Source: an optimization exercise on an open RTL-to-GDS flow (aim: small area). Production flows keep margins and buffers that such runs may drop.
The RTL was checked by simulation tests, not by an equivalence proof against the original design.
No activity file was given, so power comes from the tool's default toggle rates.

oak:
Design axil_regfile_slave, start of the top module:
module axil_regfile_slave #(
  parameter int unsigned DATA_WIDTH = 32,
  parameter int unsigned ADDR_WIDTH = 32,
  parameter int unsigned NUM_REGS   = 32
) (
  input  logic                    ACLK,
  input  logic                    ARESETN,
  input  logic [ADDR_WIDTH-1:0]   AWADDR,
  input  logic                    AWVALID,
  output logic                    AWREADY,
  input  logic [DATA_WIDTH-1:0]   WDATA,
  input  logic [DATA_WIDTH/8-1:0] WSTRB,
  input  logic                    WVALID,
  output logic                    WREADY,
  output logic [1:0]              BRESP,
  output logic                    BVALID,
  input  logic                    BREADY,
  input  logic [ADDR_WIDTH-1:0]   ARADDR,
  input  logic                    ARVALID,
  output logic                    ARREADY,
  output logic [DATA_WIDTH-1:0]   RDATA,
  output logic [1:0]              RRESP,
  output logic                    RVALID,
  input  logic                    RREADY
);
  localparam int unsigned STRB_W = DATA_WIDTH / 8;
  localparam int unsigned LSB    = $clog2(STRB_W);
  localparam int unsigned IDX_W  = $clog2(NUM_REGS);
  localparam int unsigned HI     = LSB + IDX_W;
  localparam int unsigned RING_N = NUM_REGS / 2;
  localparam int unsigned PTR_W  = IDX_W - 1;
  logic [DATA_WIDTH-1:0] ring0_q [RING_N];
  logic [DATA_WIDTH-1:0] ring1_q [RING_N];
  logic [PTR_W-1:0]      ptr_q;
  logic                  sweep_q;
  logic                  bvalid_q, bslverr_q;
  logic                  rvalid_q, rslverr_q;
  logic [DATA_WIDTH-1:0] rdata_q;
  logic                  wr_ok, rd_ok, wr_at_head, rd_at_head, commit, ar_hs;
  logic [DATA_WIDTH-1:0] tail0, tail1;
  logic [STRB_W-1:0]     wen0, wen1, keep0, keep1;
  logic                  rd0, rd1;
  assign wr_ok      = (AWADDR >> HI) == '0;
  assign rd_ok      = (ARADDR >> HI) == '0;
  assign wr_at_head = AWADDR[LSB +: PTR_W] == ptr_q;
  assign rd_at_head = ARADDR[LSB +: PTR_W] == ptr_q;
  assign commit  = ARESETN && AWVALID && WVALID && !bvalid_q && (!wr_ok || wr_at_head);
  assign AWREADY = commit;
  assign WREADY  = commit;
  ...
Size: roughly 150 I/O pins, ~23,000 sq um of cells after synthesis.
==> flow/config.mk <==
export PLATFORM = sky130hd
export DESIGN_NAME = axil_regfile_slave
export DESIGN_NICKNAME = axil_regfile_slave
export VERILOG_FILES = /design/flow/design.v
export SDC_FILE = /design/flow/constraint.sdc
export NUM_CORES = 4
export LEC_CHECK = 0
export CAP_MARGIN = 20
export CORE_MARGIN = 2
export CORE_UTILIZATION = 60
export SLEW_MARGIN = 20
==> flow/constraint.sdc <==
create_clock -name core_clock -period 10.0 [get_ports {ACLK}]
set_input_delay 2.0000 -clock core_clock [delete_from_list [all_inputs] [get_ports {ACLK}]]
set_output_delay 2.0000 -clock core_clock [all_outputs]
set_load 0.01 [all_outputs]
standard.sh (not shown) runs the stock make flow with config.mk's settings and CLKGATE_MAP_FILE= SYNTH_SCRIPT=/design/flow/synth_recipe.tcl, a recipe that flattens the netlist after the stock synthesis.
==> flow/flow/run.sh <==
#!/bin/bash
# Standard ORFS layout with three changes:
#  - after the standard synthesis, flow/rewrite.py remaps two mux patterns of the netlist to
#    smaller AND-OR cells (flip-flops untouched); Yosys proves the result equivalent, and the
#    standard netlist is kept if the proof fails;
#  - the ports get the smallest buffer (buf_1);
#  - the clock tree uses clkbuf_8 clusters of 20 sinks and no dummy loads.
set -euo pipefail
export BUFFER_PORTS_ARGS="-buffer_cell sky130_fd_sc_hd__buf_1"
export CTS_ARGS="-sink_clustering_enable -repair_clock_nets -sink_clustering_size 20 -sink_clustering_max_diameter 60 -buf_list sky130_fd_sc_hd__clkbuf_8 -dont_use_dummy_load"
R=orfs/results/${FLOW_PLATFORM}/axil_regfile_slave/base
LIB=${FLOW_HOME}/platforms/${FLOW_PLATFORM}/lib/sky130_fd_sc_hd__tt_025C_1v80.lib

bash standard.sh synth > synth.log 2>&1

mkdir -p rw
cp $R/1_2_yosys.v rw/std.v
python3 flow/rewrite.py rw/std.v rw/rw.v > rewrite.log 2>&1
yosys -q -p "read_liberty -ignore_miss_func $LIB; write_verilog -noattr rw/cells_all.v" > cells.log 2>&1
python3 flow/cellmodels.py rw/cells_all.v rw/comb.v rw/seq.v >> cells.log 2>&1
if yosys -p "read_verilog rw/comb.v; read_verilog -lib rw/seq.v; \
    read_verilog rw/std.v; rename $FLOW_TOP gold; read_verilog rw/rw.v; rename $FLOW_TOP gate; \
    hierarchy -check; flatten gold gate; techmap; opt_clean; equiv_make gold gate equiv; \
    hierarchy -top equiv; equiv_simple -seq 0; equiv_status -assert" > equiv.log 2>&1; then
  echo "rewrite proven equivalent; using it" >> rewrite.log
  cp rw/rw.v $R/1_2_yosys.v
  rm -f $R/1_synth.odb $R/1_synth.sdc
  bash standard.sh synth > synth2.log 2>&1
else
  echo "rewrite not proven; keeping the standard netlist" >> rewrite.log
fi

bash standard.sh finish > standard.log 2>&1
==> flow/flow/rewrite.py <==
#!/usr/bin/env python3
"""Area rewrite of a Yosys-mapped sky130hd netlist (flip-flops untouched).

R1: mux2 whose one data input is nor2b(A=a, B_N=h) (= h & !a, used only there) and whose
    other data input is w becomes a22o(w, sel, h, keep), with the select and keep terms shared:
      A1 side:  X = S ? h&!a : w  ->  (w & !S) | (h & (S & !a))
      A0 side:  X = S ? w : h&!a  ->  (w & S)  | (h & (!S & !a))
R2: o2bb2ai(A1_N=q, A2_N=x, B1=y, B2=mux2i(h0, h1, s)) (= q&x | !y&(s?h1:h0)) becomes
    inv(a222oi(q, x, h0, !s&!y, h1, s&!y)), the two enable terms shared.
usage: rewrite.py IN.v OUT.v
"""
import re, sys

P = 'sky130_fd_sc_hd__'
OUTS = {'X', 'Y', 'Q', 'Q_N', 'HI', 'LO', 'COUT', 'SUM'}

txt = open(sys.argv[1]).read()
cells = []
for m in re.finditer(r'\n\s*(sky130_fd_sc_hd__\w+)\s+(\\\S+ |\S+)\s*\((.*?)\);', txt, re.S):
    pins = {p: n.strip() for p, n in re.findall(r'\.(\w+)\(([^()]*?)\)', m.group(3))}
    cells.append({'type': m.group(1), 'name': m.group(2).strip(), 'pins': pins,
                  'span': (m.start(), m.end())})
drv, loads = {}, {}
for c in cells:
    for p, n in c['pins'].items():
        if p in OUTS:
            drv[n] = c
        else:
            loads.setdefault(n, []).append(c)
ports = set()
for m in re.finditer(r'^\s*(output|input)\s+(\[[^\]]*\]\s*)?(\S+);', txt, re.M):
    ports.add(m.group(3))

def base(c):
    return re.sub(r'_\d+$', '', c['type'][len(P):])

def root(net):
    """The net before any chain of plain buffers (the layout flow removes those anyway)."""
    seen = 0
    while net in drv and base(drv[net]) in ('buf', 'clkbuf') and seen < 16:
        net = drv[net]['pins']['A']
        seen += 1
    return net

def only_use(net, c):
    return len(loads.get(net, [])) == 1 and loads[net][0] is c and net.split('[')[0] not in ports

dead = set()
new = []
wires = []
shared = {}
uid = [0]

def fresh():
    uid[0] += 1
    return f'_rw{uid[0]}_'

def cell(typ, pins):
    n = fresh()
    new.append((P + typ, n, pins))
    return n

def net_of(key, typ, pins, out='Y'):
    if key not in shared:
        w = fresh()
        wires.append(w)
        cell(typ, {**pins, out: w})
        shared[key] = w
    return shared[key]

n1 = n2 = 0
for c in cells:
    if id(c) in dead:
        continue
    b = base(c)
    if b == 'mux2':
        S, A0, A1, X = (c['pins'][k] for k in ('S', 'A0', 'A1', 'X'))
        for side, dn, w in (('A1', A1, A0), ('A0', A0, A1)):
            d = drv.get(dn)
            if d is None or id(d) in dead or base(d) != 'nor2b' or not only_use(dn, c):
                continue
            a, h, S = root(d['pins']['A']), d['pins']['B_N'], root(S)
            if side == 'A1':
                sel = net_of(('inv', S), 'inv_1', {'A': S})
                keep = net_of(('k1', S, a), 'nor2b_1', {'A': a, 'B_N': S})
            else:
                sel = S
                keep = net_of(('k0', S, a), 'nor2_1', {'A': S, 'B': a})
            cell('a22o_1', {'A1': w, 'A2': sel, 'B1': h, 'B2': keep, 'X': X})
            dead.add(id(c)); dead.add(id(d))
            n1 += 1
            break
    elif b == 'o2bb2ai':
        q, x, y, mb, Y = (c['pins'][k] for k in ('A1_N', 'A2_N', 'B1', 'B2', 'Y'))
        d = drv.get(mb)
        if d is None or id(d) in dead or base(d) != 'mux2i' or not only_use(mb, c):
            continue
        h0, h1, s = d['pins']['A0'], d['pins']['A1'], root(d['pins']['S'])
        y = root(y)
        e0 = net_of(('e0', s, y), 'nor2_1', {'A': s, 'B': y})
        e1 = net_of(('e1', s, y), 'nor2b_1', {'A': y, 'B_N': s})
        yn = fresh(); wires.append(yn)
        cell('a222oi_1', {'A1': q, 'A2': x, 'B1': h0, 'B2': e0, 'C1': h1, 'C2': e1, 'Y': yn})
        cell('inv_1', {'A': yn, 'Y': Y})
        dead.add(id(c)); dead.add(id(d))
        n2 += 1

# Splice: drop dead cells, add the new ones and their wires before endmodule.
out, pos = [], 0
for c in cells:
    if id(c) in dead:
        out.append(txt[pos:c['span'][0]])
        pos = c['span'][1]
out.append(txt[pos:])
body = ''.join(out)
add = ''.join(f'  wire {w};\n' for w in wires)
for typ, n, pins in new:
    add += f'  {typ} {n} (\n' + ',\n'.join(f'    .{p}({v}{" " if v.startswith(chr(92)) else ""})' for p, v in pins.items()) + '\n  );\n'
i = body.rindex('endmodule')
body = body[:i] + add + body[i:]
open(sys.argv[2], 'w').write(body)
print(f'rewrite: {n1} mux2+nor2b -> a22o, {n2} o2bb2ai+mux2i -> a222oi+inv', file=sys.stderr)
Other scripts of this flow, unchanged in this note and not shown: flow/flow/cellmodels.py
oak: done, clean on timing, DRC and antenna
The inputs of pine differ from those of oak as listed below.
--- a/flow/flow/run.sh
+++ b/flow/flow/run.sh
@@ -7 +7 @@
-#  - the clock tree uses clkbuf_8 clusters of 20 sinks and no dummy loads.
+#  - the clock tree uses clkbuf_8 clusters of 21 sinks and no dummy loads.
@@ -10 +10 @@
-export CTS_ARGS="-sink_clustering_enable -repair_clock_nets -sink_clustering_size 20 -sink_clustering_max_diameter 60 -buf_list sky130_fd_sc_hd__clkbuf_8 -dont_use_dummy_load"
+export CTS_ARGS="-sink_clustering_enable -repair_clock_nets -sink_clustering_size 21 -sink_clustering_max_diameter 60 -buf_list sky130_fd_sc_hd__clkbuf_8 -dont_use_dummy_load"
--- a/flow/flow/rewrite.py
+++ b/flow/flow/rewrite.py
@@ -94,3 +94,6 @@
-        q, x, y, mb, Y = (c['pins'][k] for k in ('A1_N', 'A2_N', 'B1', 'B2', 'Y'))
-        d = drv.get(mb)
-        if d is None or id(d) in dead or base(d) != 'mux2i' or not only_use(mb, c):
+        q, x, Y = (c['pins'][k] for k in ('A1_N', 'A2_N', 'Y'))
+        for y, mb in ((c['pins']['B1'], c['pins']['B2']), (c['pins']['B2'], c['pins']['B1'])):
+            d = drv.get(mb)
+            if d is not None and id(d) not in dead and base(d) == 'mux2i' and only_use(mb, c):
+                break
+        else:
## What came out
- pine has completed all stages; timing, DRC and antenna checks passed.
- Final core utilization: pine vs oak — no meaningful difference
- Compared with oak, pine shows a higher met3 capacity usage during global routing.
- Re clock-buffer cell count: oak was higher than pine.
- From oak to pine the numbers moved as follows: final cell count flat, share of cell area taken by multi-input logic gates flat, total net switching power dropped 0.0000055 W.
The inputs of birch differ from those of pine as listed below.
--- a/flow/flow/run.sh
+++ b/flow/flow/run.sh
@@ -7 +7 @@
-#  - the clock tree uses clkbuf_8 clusters of 21 sinks and no dummy loads.
+#  - the clock tree uses clkbuf_8 clusters of 22 sinks and no dummy loads.
@@ -10 +10 @@
-export CTS_ARGS="-sink_clustering_enable -repair_clock_nets -sink_clustering_size 21 -sink_clustering_max_diameter 60 -buf_list sky130_fd_sc_hd__clkbuf_8 -dont_use_dummy_load"
+export CTS_ARGS="-sink_clustering_enable -repair_clock_nets -sink_clustering_size 22 -sink_clustering_max_diameter 80 -buf_list sky130_fd_sc_hd__clkbuf_8 -dont_use_dummy_load"
--- a/flow/flow/rewrite.py
+++ b/flow/flow/rewrite.py
@@ -70,0 +71,36 @@
+def leaf_loads(net, bufs):
+    """(cell, net) for every load of net, looking through plain buffers (collected in bufs)."""
+    out = []
+    for l in loads.get(net, []):
+        if base(l) in ('buf', 'clkbuf'):
+            bufs.append(l)
+            out += leaf_loads(l['pins']['X'], bufs)
+        else:
+            out.append((l, net))
+    return out
+
+def r1_match(c):
+    """For a mux2 that R1 rewrites: (side, nor2b cell, other data net), else None."""
+    for side, dn, w in (('A1', c['pins']['A1'], c['pins']['A0']), ('A0', c['pins']['A0'], c['pins']['A1'])):
+        d = drv.get(dn)
+        if d is not None and base(d) == 'nor2b' and only_use(dn, c):
+            return side, d, w
+    return None
+
+# R1 on the A1 side needs the select's complement. When the select is a nand4 that feeds only
+# such muxes, an and4 of the same inputs gives it directly and the nand4 goes.
+r1 = {id(c): r1_match(c) for c in cells if base(c) == 'mux2'}
+pos_sel = {}
+for c in cells:
+    m = r1.get(id(c))
+    if not m or m[0] != 'A1':
+        continue
+    S = root(c['pins']['S'])
+    if S in pos_sel or S not in drv or base(drv[S]) != 'nand4' or S.split('[')[0] in ports:
+        continue
+    bufs = []
+    ll = leaf_loads(S, bufs)
+    if all(base(l) == 'mux2' and r1.get(id(l)) and r1[id(l)][0] == 'A1' and l['pins']['S'] == n
+           for l, n in ll):
+        pos_sel[S] = (drv[S], bufs)
+
@@ -83 +119,8 @@
-            if side == 'A1':
+            if side == 'A1' and S in pos_sel:
+                nd, bufs = pos_sel[S]
+                sel = net_of(('and', S), 'and4_1', {k: nd['pins'][k] for k in 'ABCD'}, out='X')
+                keep = net_of(('k0p', sel, a), 'nor2_1', {'A': sel, 'B': a})
+                dead.add(id(nd))
+                for bf in bufs:
+                    dead.add(id(bf))
+            elif side == 'A1':
==> comparison <==
Between pine and birch, the difference in total global routing track utilization is negligible.
~same required time reported for the critical path endpoint in pine and birch
Compared pine against birch; area growth from synthesis to layout within noise.
Delta (birch minus pine): area taken by flip-flops and latches closely matched the old numbers; number of instances in the synthesized netlist has decreased.
Input-level comparison between maple and birch:
--- a/flow/flow/run.sh
+++ b/flow/flow/run.sh
@@ -7 +7 @@
-#  - the clock tree uses clkbuf_8 clusters of 22 sinks and no dummy loads.
+#  - the clock tree uses clkbuf_8 clusters of 21 sinks and no dummy loads.
@@ -10 +10 @@
-export CTS_ARGS="-sink_clustering_enable -repair_clock_nets -sink_clustering_size 22 -sink_clustering_max_diameter 80 -buf_list sky130_fd_sc_hd__clkbuf_8 -dont_use_dummy_load"
+export CTS_ARGS="-sink_clustering_enable -repair_clock_nets -sink_clustering_size 21 -sink_clustering_max_diameter 60 -buf_list sky130_fd_sc_hd__clkbuf_8 -dont_use_dummy_load"
==> results.txt <==
Both conditions hold for maple: the flow ran to the end and the final layout passed the timing, DRC and antenna checks. [compare] base=birch new=maple: share of power burned in registers saw a decrease, power saw an increase, number of buffers created by CTS saw an increase, top achievable clock speed saw little to no change. ~same multi-input combinational area share in birch and maple.

==> port drivers added, routing unchanged <==
The flow's constraints put no driver on any port. The routed layouts listed below were extracted and timed again, unchanged, in two steps. Step 1 sets driving cells, clkbuf_16 on the clock port and buf_2 on the other inputs (assumed; they add their load-dependent delay and slew). Step 2 also shifts input and output timing later by t, the mid clock arrival at the registers, as if the neighbouring blocks saw the same clock. Three values: ideal, step 1, step 2; two values: the first two.
run	t, ns	setup slack, ns	hold slack, ns	worst setup path at the end	clock arrival spread, ns
oak	0.689	4.272 / 4.252 / 4.252	0.292 / 0.292 / 0.292	input to output	0.045 / 0.045
pine	0.690	4.588 / 4.565 / 4.565	0.287 / 0.287 / 0.287	input to output	0.062 / 0.062
birch	0.688	4.556 / 4.535 / 4.535	0.270 / 0.270 / 0.270	input to output	0.064 / 0.064
maple	0.681	4.549 / 4.528 / 4.528	0.265 / 0.265 / 0.265	input to output	0.063 / 0.063
After both steps setup and hold are still met in every run listed. For pine, which loses most, drivers alone change the setup slack by -0.023 ns; drivers and shift together by -0.023 ns.
